Background: an optimization exercise with open tools, aiming at small area, a short achievable clock period and few clock cycles per item. Do not read the settings as production practice. RTL that was checked went through simulation tests only; none was proved equivalent to the original. Power figures rest on the tool's default switching activity, not on a simulated workload.

==> run a: inputs <==
## nearest_palette_color_unit
module nearest_palette_color_unit #(
  parameter int unsigned PALETTE_SIZE = 22
) (
  input  logic        clk_i,
  input  logic        rst_ni,
  input  logic        cfg_we_i,
  input  logic [21:0] cfg_wdata_i,
  input  logic        pixel_valid_i,
  output logic        pixel_ready_o,
  input  logic [31:0] pixel_word_i,
  output logic        result_valid_o,
  input  logic        result_ready_i,
  output logic [4:0]  color_index_o,
  output logic        none_enabled_o
);
  function automatic logic [1:0] cmp_join(input logic [1:0] hi, input logic [1:0] lo);
    cmp_join = {hi[1] | (hi[0] & lo[1]), hi[1] | (hi[0] & lo[0])};
  endfunction
  function automatic logic ge11(input logic [10:0] x, input logic [10:0] y);
    logic [21:0] p0;
    logic [11:0] p1;
    logic [5:0] p2;
    logic [3:0] p3;
    logic [1:0] r;
    for (int k = 0; k < 11; k++) p0[2*k +: 2] = {x[k] & ~y[k], x[k] | ~y[k]};
    for (int k = 0; k < 5; k++) p1[2*k +: 2] = cmp_join(p0[4*k+2 +: 2], p0[4*k +: 2]);
    p1[11:10] = p0[21:20];
    for (int k = 0; k < 3; k++) p2[2*k +: 2] = cmp_join(p1[4*k+2 +: 2], p1[4*k +: 2]);
    p3[1:0] = cmp_join(p2[3:2], p2[1:0]);
    p3[3:2] = p2[5:4];
    r = cmp_join(p3[3:2], p3[1:0]);
    ge11 = r[0];
  endfunction
  logic [21:0] enable_mask_q;
  always_ff @(posedge clk_i or negedge rst_ni) begin
    if (!rst_ni) enable_mask_q <= 22'h3fffff;
    else if (cfg_we_i) enable_mask_q <= cfg_wdata_i;
  end
  logic ready_q;
  logic take_px;
  ...
Settings: LEC_CHECK=0, ABC_AREA=1, ABC_CLOCK_PERIOD_IN_PS=4000, CAP_MARGIN=20, CORE_MARGIN=2, CORE_UTILIZATION=40, SLEW_MARGIN=20; clock period 5.5 ns.
run.sh (not shown) runs the stock make flow with config.mk's settings and CLKGATE_MAP_FILE= SYNTH_SCRIPT=/design/flow/synth_recipe.tcl, a recipe that flattens the netlist after the stock synthesis.
==> run b (differences from run a) <==
- ABC_CLOCK_PERIOD_IN_PS: 4000 -> 3500
- SETUP_SLACK_MARGIN: unset -> 1.5
==> flow_summary.json <==
{
  "powerClk_mw": 2.42,
  "place_area_um2": 24400,
  "cts-resized-gates": 0,
  "nets": 3689,
  "outcome": "finished clean",
  "postLayoutCellArea_um2": 25600,
  "arrival_ns": 5.37,
  "final-clk-cell-share_pct": 4.77
}
The numbers above come from run a.

==> flow_summary.json <==
{
  "largest_register_ffs": 24,
  "arrival_ns": 4.75,
  "outcome": "finished clean",
  "synth_most_common_cell": "nand2_1",
  "cts-resized-gates": 304,
  "seq_area_um2": 6270,
  "die_h_um": 243,
  "clock_latency_ns": 0.56,
  "crit_path_max_incr_delay_ns": 0.47,
  "place_area_um2": 24400,
  "postLayoutCellArea_um2": 29000,
  "buf_share_pct": 8.94,
  "nets": 3876,
  "seqPwrFrac_pct": 25.4
}
The numbers above come from run b.

Function was not checked in any run of this note: the RTL went through the layout flow alone.

* * *

==> inputs of build 53 <==
nearest_palette_color_unit, a different RTL version from the one above (not shown whole).
make LEC_CHECK=0 ABC_AREA=1 CAP_MARGIN=20 CORE_MARGIN=2 CORE_UTILIZATION=40 SETUP_SLACK_MARGIN=2.6 SLEW_MARGIN=20 finish   # period 5.5 ns
==> trial 60 (differences from build 53) <==
--- a/flow/design.v
+++ b/flow/design.v
@@ -200,96 +200,56 @@
   assign k19 = {en_q[19], 10'(mn_r_144) + 10'(mn_g_238) + 10'(mn_b_144) + 10'd120, 1'b1};
   logic [11:0] k20;
   assign k20 = {en_q[20], 10'(mn_r_165) + 10'(mn_g_42) + 10'(mn_b_42) + 10'd259, 1'b0};
   logic [11:0] k21;
   assign k21 = {en_q[21], 10'(px_r) + 10'(px_g) + 10'd128, 1'b1};
-  logic [11:0] t1_1_key;
-  logic [0:0] t1_1_idx;
-  logic t1_1_ge01;
-  assign t1_1_ge01 = ge_key(k2, k3);
-  logic t1_1_w0;
-  assign t1_1_w0 = t1_1_ge01;
-  logic t1_1_w1;
-  assign t1_1_w1 = !t1_1_ge01;
-  assign t1_1_key = t1_1_w0 ? k2 : k3;
-  assign t1_1_idx = 1'(t1_1_w0 ? 1'd0 : 1'd1);
-  logic [11:0] t1_2_key;
-  logic [0:0] t1_2_idx;
-  logic t1_2_ge01;
-  assign t1_2_ge01 = ge_key(k4, k5);
-  logic t1_2_w0;
-  assign t1_2_w0 = t1_2_ge01;
-  logic t1_2_w1;
-  assign t1_2_w1 = !t1_2_ge01;
-  assign t1_2_key = t1_2_w0 ? k4 : k5;
-  assign t1_2_idx = 1'(t1_2_w0 ? 1'd0 : 1'd1);
-  logic [11:0] t1_4_key;
-  logic [0:0] t1_4_idx;
-  logic t1_4_ge01;
-  assign t1_4_ge01 = ge_key(k8, k9);
-  logic t1_4_w0;
-  assign t1_4_w0 = t1_4_ge01;
-  logic t1_4_w1;
-  assign t1_4_w1 = !t1_4_ge01;
-  assign t1_4_key = t1_4_w0 ? k8 : k9;
-  assign t1_4_idx = 1'(t1_4_w0 ? 1'd0 : 1'd1);
-  logic [11:0] t1_7_key;
-  logic [0:0] t1_7_idx;
-  logic t1_7_ge01;
-  assign t1_7_ge01 = ge_key(k14, k15);
-  logic t1_7_w0;
-  assign t1_7_w0 = t1_7_ge01;
-  logic t1_7_w1;
-  assign t1_7_w1 = !t1_7_ge01;
-  assign t1_7_key = t1_7_w0 ? k14 : k15;
-  assign t1_7_idx = 1'(t1_7_w0 ? 1'd0 : 1'd1);
   logic [11:0] r0_0_key;
   logic [11:0] r0_1_key;
   logic [11:0] r0_2_key;
-  logic [0:0] r0_2_idx;
   logic [11:0] r0_3_key;
-  logic [0:0] r0_3_idx;
   logic [11:0] r0_4_key;
   logic [11:0] r0_5_key;
   logic [11:0] r0_6_key;
-  logic [0:0] r0_6_idx;
   logic [11:0] r0_7_key;
   logic [11:0] r0_8_key;
   logic [11:0] r0_9_key;
   logic [11:0] r0_10_key;
   logic [11:0] r0_11_key;
-  logic [0:0] r0_11_idx;
   logic [11:0] r0_12_key;
   logic [11:0] r0_13_key;
   logic [11:0] r0_14_key;
   logic [11:0] r0_15_key;
   logic [11:0] r0_16_key;
   logic [11:0] r0_17_key;
+  logic [11:0] r0_18_key;
+  logic [11:0] r0_19_key;
+  logic [11:0] r0_20_key;
+  logic [11:0] r0_21_key;
   logic vs0_q;
   always_ff @(posedge clk_i) begin
     r0_0_key <= k0;
     r0_1_key <= k1;
-    r0_2_key <= t1_1_key;
-    r0_2_idx <= t1_1_idx;
-    r0_3_key <= t1_2_key;
-    r0_3_idx <= t1_2_idx;
-    r0_4_key <= k6;
-    r0_5_key <= k7;
-    r0_6_key <= t1_4_key;
-    r0_6_idx <= t1_4_idx;
-    r0_7_key <= k10;
-    r0_8_key <= k11;
-    r0_9_key <= k12;
-    r0_10_key <= k13;
-    r0_11_key <= t1_7_key;
-    r0_11_idx <= t1_7_idx;
-    r0_12_key <= k16;
-    r0_13_key <= k17;
-    r0_14_key <= k18;
-    r0_15_key <= k19;
-    r0_16_key <= k20;
-    r0_17_key <= k21;
+    r0_2_key <= k2;
+    r0_3_key <= k3;
+    r0_4_key <= k4;
+    r0_5_key <= k5;
+    r0_6_key <= k6;
+    r0_7_key <= k7;
+    r0_8_key <= k8;
+    r0_9_key <= k9;
+    r0_10_key <= k10;
+    r0_11_key <= k11;
+    r0_12_key <= k12;
+    r0_13_key <= k13;
+    r0_14_key <= k14;
+    r0_15_key <= k15;
+    r0_16_key <= k16;
+    r0_17_key <= k17;
+    r0_18_key <= k18;
+    r0_19_key <= k19;
+    r0_20_key <= k20;
+    r0_21_key <= k21;
   end
   always_ff @(posedge clk_i or negedge rst_ni) begin
     if (!rst_ni) vs0_q <= 1'b0;
     else vs0_q <= vin_q;
   end
@@ -301,110 +261,150 @@
   assign t1_0_w0 = t1_0_ge01;
   logic t1_0_w1;
   assign t1_0_w1 = !t1_0_ge01;
   assign t1_0_key = t1_0_w0 ? r0_0_key : r0_1_key;
   assign t1_0_idx = 1'(t1_0_w0 ? 1'd0 : 1'd1);
+  logic [11:0] t1_1_key;
+  logic [0:0] t1_1_idx;
+  logic t1_1_ge01;
+  assign t1_1_ge01 = ge_key(r0_2_key, r0_3_key);
+  logic t1_1_w0;
+  assign t1_1_w0 = t1_1_ge01;
+  logic t1_1_w1;
+  assign t1_1_w1 = !t1_1_ge01;
+  assign t1_1_key = t1_1_w0 ? r0_2_key : r0_3_key;
+  assign t1_1_idx = 1'(t1_1_w0 ? 1'd0 : 1'd1);
+  logic [11:0] t1_2_key;
+  logic [0:0] t1_2_idx;
+  logic t1_2_ge01;
+  assign t1_2_ge01 = ge_key(r0_4_key, r0_5_key);
+  logic t1_2_w0;
+  assign t1_2_w0 = t1_2_ge01;
+  logic t1_2_w1;
+  assign t1_2_w1 = !t1_2_ge01;
+  assign t1_2_key = t1_2_w0 ? r0_4_key : r0_5_key;
+  assign t1_2_idx = 1'(t1_2_w0 ? 1'd0 : 1'd1);
   logic [11:0] t1_3_key;
   logic [0:0] t1_3_idx;
   logic t1_3_ge01;
-  assign t1_3_ge01 = ge_key(r0_4_key, r0_5_key);
+  assign t1_3_ge01 = ge_key(r0_6_key, r0_7_key);
   logic t1_3_w0;
   assign t1_3_w0 = t1_3_ge01;
   logic t1_3_w1;
   assign t1_3_w1 = !t1_3_ge01;
-  assign t1_3_key = t1_3_w0 ? r0_4_key : r0_5_key;
+  assign t1_3_key = t1_3_w0 ? r0_6_key : r0_7_key;
   assign t1_3_idx = 1'(t1_3_w0 ? 1'd0 : 1'd1);
+  logic [11:0] t1_4_key;
+  logic [0:0] t1_4_idx;
+  logic t1_4_ge01;
+  assign t1_4_ge01 = ge_key(r0_8_key, r0_9_key);
+  logic t1_4_w0;
+  assign t1_4_w0 = t1_4_ge01;
+  logic t1_4_w1;
+  assign t1_4_w1 = !t1_4_ge01;
+  assign t1_4_key = t1_4_w0 ? r0_8_key : r0_9_key;
+  assign t1_4_idx = 1'(t1_4_w0 ? 1'd0 : 1'd1);
   logic [11:0] t1_5_key;
   logic [0:0] t1_5_idx;
   logic t1_5_ge01;
-  assign t1_5_ge01 = ge_key(r0_7_key, r0_8_key);
+  assign t1_5_ge01 = ge_key(r0_10_key, r0_11_key);
   logic t1_5_w0;
   assign t1_5_w0 = t1_5_ge01;
   logic t1_5_w1;
   assign t1_5_w1 = !t1_5_ge01;
-  assign t1_5_key = t1_5_w0 ? r0_7_key : r0_8_key;
+  assign t1_5_key = t1_5_w0 ? r0_10_key : r0_11_key;
   assign t1_5_idx = 1'(t1_5_w0 ? 1'd0 : 1'd1);
   logic [11:0] t1_6_key;
   logic [0:0] t1_6_idx;
   logic t1_6_ge01;
-  assign t1_6_ge01 = ge_key(r0_9_key, r0_10_key);
+  assign t1_6_ge01 = ge_key(r0_12_key, r0_13_key);
   logic t1_6_w0;
   assign t1_6_w0 = t1_6_ge01;
   logic t1_6_w1;
   assign t1_6_w1 = !t1_6_ge01;
-  assign t1_6_key = t1_6_w0 ? r0_9_key : r0_10_key;
+  assign t1_6_key = t1_6_w0 ? r0_12_key : r0_13_key;
   assign t1_6_idx = 1'(t1_6_w0 ? 1'd0 : 1'd1);
+  logic [11:0] t1_7_key;
+  logic [0:0] t1_7_idx;
+  logic t1_7_ge01;
+  assign t1_7_ge01 = ge_key(r0_14_key, r0_15_key);
+  logic t1_7_w0;
+  assign t1_7_w0 = t1_7_ge01;
+  logic t1_7_w1;
+  assign t1_7_w1 = !t1_7_ge01;
+  assign t1_7_key = t1_7_w0 ? r0_14_key : r0_15_key;
+  assign t1_7_idx = 1'(t1_7_w0 ? 1'd0 : 1'd1);
   logic [11:0] t1_8_key;
   logic [0:0] t1_8_idx;
   logic t1_8_ge01;
-  assign t1_8_ge01 = ge_key(r0_12_key, r0_13_key);
+  assign t1_8_ge01 = ge_key(r0_16_key, r0_17_key);
   logic t1_8_w0;
   assign t1_8_w0 = t1_8_ge01;
   logic t1_8_w1;
   assign t1_8_w1 = !t1_8_ge01;
-  assign t1_8_key = t1_8_w0 ? r0_12_key : r0_13_key;
+  assign t1_8_key = t1_8_w0 ? r0_16_key : r0_17_key;
   assign t1_8_idx = 1'(t1_8_w0 ? 1'd0 : 1'd1);
   logic [11:0] t1_9_key;
   logic [0:0] t1_9_idx;
   logic t1_9_ge01;
-  assign t1_9_ge01 = ge_key(r0_14_key, r0_15_key);
+  assign t1_9_ge01 = ge_key(r0_18_key, r0_19_key);
   logic t1_9_w0;
   assign t1_9_w0 = t1_9_ge01;
   logic t1_9_w1;
   assign t1_9_w1 = !t1_9_ge01;
-  assign t1_9_key = t1_9_w0 ? r0_14_key : r0_15_key;
+  assign t1_9_key = t1_9_w0 ? r0_18_key : r0_19_key;
   assign t1_9_idx = 1'(t1_9_w0 ? 1'd0 : 1'd1);
   logic [11:0] t1_10_key;
   logic [0:0] t1_10_idx;
   logic t1_10_ge01;
-  assign t1_10_ge01 = ge_key(r0_16_key, r0_17_key);
+  assign t1_10_ge01 = ge_key(r0_20_key, r0_21_key);
   logic t1_10_w0;
   assign t1_10_w0 = t1_10_ge01;
   logic t1_10_w1;
   assign t1_10_w1 = !t1_10_ge01;
-  assign t1_10_key = t1_10_w0 ? r0_16_key : r0_17_key;
+  assign t1_10_key = t1_10_w0 ? r0_20_key : r0_21_key;
   assign t1_10_idx = 1'(t1_10_w0 ? 1'd0 : 1'd1);
   logic [11:0] t2_0_key;
   logic [1:0] t2_0_idx;
   logic t2_0_ge01;
-  assign t2_0_ge01 = ge_key(t1_0_key, r0_2_key);
+  assign t2_0_ge01 = ge_key(t1_0_key, t1_1_key);
   logic t2_0_w0;
   assign t2_0_w0 = t2_0_ge01;
   logic t2_0_w1;
   assign t2_0_w1 = !t2_0_ge01;
-  assign t2_0_key = t2_0_w0 ? t1_0_key : r0_2_key;
-  assign t2_0_idx = 2'(t2_0_w0 ? {1'd0, t1_0_idx} : {1'd1, r0_2_idx});
+  assign t2_0_key = t2_0_w0 ? t1_0_key : t1_1_key;
+  assign t2_0_idx = 2'(t2_0_w0 ? {1'd0, t1_0_idx} : {1'd1, t1_1_idx});
   logic [11:0] t2_1_key;
   logic [1:0] t2_1_idx;
   logic t2_1_ge01;
-  assign t2_1_ge01 = ge_key(r0_3_key, t1_3_key);
+  assign t2_1_ge01 = ge_key(t1_2_key, t1_3_key);
   logic t2_1_w0;
   assign t2_1_w0 = t2_1_ge01;
   logic t2_1_w1;
   assign t2_1_w1 = !t2_1_ge01;
-  assign t2_1_key = t2_1_w0 ? r0_3_key : t1_3_key;
-  assign t2_1_idx = 2'(t2_1_w0 ? {1'd0, r0_3_idx} : {1'd1, t1_3_idx});
+  assign t2_1_key = t2_1_w0 ? t1_2_key : t1_3_key;
+  assign t2_1_idx = 2'(t2_1_w0 ? {1'd0, t1_2_idx} : {1'd1, t1_3_idx});
   logic [11:0] t2_2_key;
   logic [1:0] t2_2_idx;
   logic t2_2_ge01;
-  assign t2_2_ge01 = ge_key(r0_6_key, t1_5_key);
+  assign t2_2_ge01 = ge_key(t1_4_key, t1_5_key);
   logic t2_2_w0;
   assign t2_2_w0 = t2_2_ge01;
   logic t2_2_w1;
   assign t2_2_w1 = !t2_2_ge01;
-  assign t2_2_key = t2_2_w0 ? r0_6_key : t1_5_key;
-  assign t2_2_idx = 2'(t2_2_w0 ? {1'd0, r0_6_idx} : {1'd1, t1_5_idx});
+  assign t2_2_key = t2_2_w0 ? t1_4_key : t1_5_key;
+  assign t2_2_idx = 2'(t2_2_w0 ? {1'd0, t1_4_idx} : {1'd1, t1_5_idx});
   logic [11:0] t2_3_key;
   logic [1:0] t2_3_idx;
   logic t2_3_ge01;
-  assign t2_3_ge01 = ge_key(t1_6_key, r0_11_key);
+  assign t2_3_ge01 = ge_key(t1_6_key, t1_7_key);
   logic t2_3_w0;
   assign t2_3_w0 = t2_3_ge01;
   logic t2_3_w1;
   assign t2_3_w1 = !t2_3_ge01;
-  assign t2_3_key = t2_3_w0 ? t1_6_key : r0_11_key;
-  assign t2_3_idx = 2'(t2_3_w0 ? {1'd0, t1_6_idx} : {1'd1, r0_11_idx});
+  assign t2_3_key = t2_3_w0 ? t1_6_key : t1_7_key;
+  assign t2_3_idx = 2'(t2_3_w0 ? {1'd0, t1_6_idx} : {1'd1, t1_7_idx});
   logic [11:0] t2_4_key;
   logic [1:0] t2_4_idx;
   logic t2_4_ge01;
   assign t2_4_ge01 = ge_key(t1_8_key, t1_9_key);
   logic t2_4_w0;
@@ -521,31 +521,35 @@
   logic      res_v;
   assign res = {!t5_0_key[11], t5_0_key[11] ? 5'(t5_0_idx) : 5'd0};
   assign res_v = vs4_q;
   logic [5:0] q_v;
   logic [5:0] q0_q;
-  logic [5:0] q1_q;
-  logic [5:0] q2_q;
-  logic [5:0] q3_q;
-  logic [5:0] q4_q;
-  logic [5:0] q5_q;
+  logic [4:0] q1_q;
+  logic [4:0] q2_q;
+  logic [4:0] q3_q;
+  logic [4:0] q4_q;
+  logic [4:0] q5_q;
+  logic [4:0] res_code;
+  logic [5:0] q1_full;
+  assign res_code = res[4:0] | {5{res[5]}};
+  assign q1_full = {&q1_q, q1_q & {5{~&q1_q}}};
   logic take_res;
   assign take_res = q_v[0] & result_ready_i;
   assign result_valid_o = q_v[0];
   assign color_index_o = q0_q[4:0];
   assign none_enabled_o = q0_q[5];
   logic [5:0] sh_v;
   logic [5:0] nx_v;
   assign sh_v = take_res ? (q_v >> 1) : q_v;
   assign nx_v = sh_v | (res_v ? ((sh_v + 1'b1) & ~sh_v) : '0);
   always_ff @(posedge clk_i) begin
-    q0_q <= sh_v[0] ? (take_res ? q1_q : q0_q) : res;
-    q1_q <= sh_v[1] ? (take_res ? q2_q : q1_q) : res;
-    q2_q <= sh_v[2] ? (take_res ? q3_q : q2_q) : res;
-    q3_q <= sh_v[3] ? (take_res ? q4_q : q3_q) : res;
-    q4_q <= sh_v[4] ? (take_res ? q5_q : q4_q) : res;
-    q5_q <= sh_v[5] ? q5_q : res;
+    q0_q <= sh_v[0] ? (take_res ? q1_full : q0_q) : res;
+    q1_q <= sh_v[1] ? (take_res ? q2_q : q1_q) : res_code;
+    q2_q <= sh_v[2] ? (take_res ? q3_q : q2_q) : res_code;
+    q3_q <= sh_v[3] ? (take_res ? q4_q : q3_q) : res_code;
+    q4_q <= sh_v[4] ? (take_res ? q5_q : q4_q) : res_code;
+    q5_q <= sh_v[5] ? q5_q : res_code;
   end
   always_ff @(posedge clk_i or negedge rst_ni) begin
     if (!rst_ni) q_v <= '0;
     else q_v <= nx_v;
   end
Settings changed: CORE_UTILIZATION 40 to 35, CTS_BUF_LIST set to sky130_fd_sc_hd__clkbuf_16, CTS_CLUSTER_DIAMETER set to 80, CTS_CLUSTER_SIZE set to 34.
==> comparison table <==
                                                               build 53      trial 60
Result of the run                              timing/DRC/antenna clean  timing/DRC/antenna clean
Switching fraction of total power                                46.80%        48.28%
Non-CTS inverters                                                   652           667
Sequential share of the synthesized area                         35.84%        37.14%
Total number of multi-input combinational cells                   2,433         2,462
Met1 routed wirelength after detailed routing                 32,930 um     32,860 um
Num CTS Buffers                                                      49            31
Fraction of the mapped netlist area in simple logic gates        24.11%        24.67%
Post-synthesis cell area                                     26,770 um2    27,320 um2
Global routing met2 resource utilization                         34.86%        27.52%
Smallest hold slack                                           0.3228 ns     0.3259 ns
Tapcell Cnt                                                         864         1,040
Initial standard-cell utilization of the core                    40.58%        35.32%
Instance count of the mapped netlist                              3,604         3,675
Critical path required time                                     6.00 ns       6.03 ns
Pre-CTS worst setup slack                                      1.669 ns      1.943 ns
Power density over the cells                               576.3 nW/um2  569.0 nW/um2
F_max                                                         328.0 MHz     353.0 MHz
Complex-gate fraction of the synthesized area                    9.725%        8.780%
Finished layout cell area                                    32,340 um2    31,390 um2
Area taken by flip-flops and latches                           9686 um2    10,240 um2
Clock network power consumption                                 3.31 mW       2.80 mW
Via total after detailed routing                                 22,710        22,216
Detail Route met2 WL                                          33,920 um     31,110 um
Startpoint of the tightest hold check path                     en_q[18]      en_q[10]
Final weighted congestion in routability-driven placement        0.9198        0.8926
Post-cts gate resize count                                          163            72
Testbench counts of trial 60, summed over its fixed seeds: cycles 16,040, items 16,000.
No functional check of the RTL was part of build 53.

-- what the ideal ports hide --
In the flow no input, the clock included, has a driving cell. The finished layouts below were timed again as built, in two steps.
Step 1 sets driving cells, clkbuf_16 on the clock port and buf_2 on the other inputs (assumed; they add their load-dependent delay and slew).
Step 2 also shifts input and output timing later by t, the mid clock arrival at the registers, as if the neighbouring blocks saw the same clock.
Slacks: ideal ports / drivers / drivers and shift; pairs: ideal ports / drivers.
run	t (ns)	slack for setup (ns)	worst hold slack (ns)	clock arrival spread, ns	slew at the worst register clock pin (ns)
run a	0.611	0.559 / 0.559 / 0.423	0.375 / 0.375 / 0.375	0.037 / 0.036	0.06 / 0.06
run b	0.607	1.179 / 1.179 / 1.075	0.373 / 0.373 / 0.373	0.021 / 0.021	0.06 / 0.06
build 53	0.661	2.452 / 2.452 / 2.203	0.323 / 0.323 / 0.323	0.041 / 0.042	0.07 / 0.07
trial 60	0.685	2.667 / 2.667 / 2.172	0.326 / 0.326 / 0.326	0.046 / 0.045	0.12 / 0.12
After both steps setup and hold are still met in every run listed. For trial 60, which loses most, drivers alone change the setup slack by 0.000 ns; drivers and shift together by -0.495 ns.
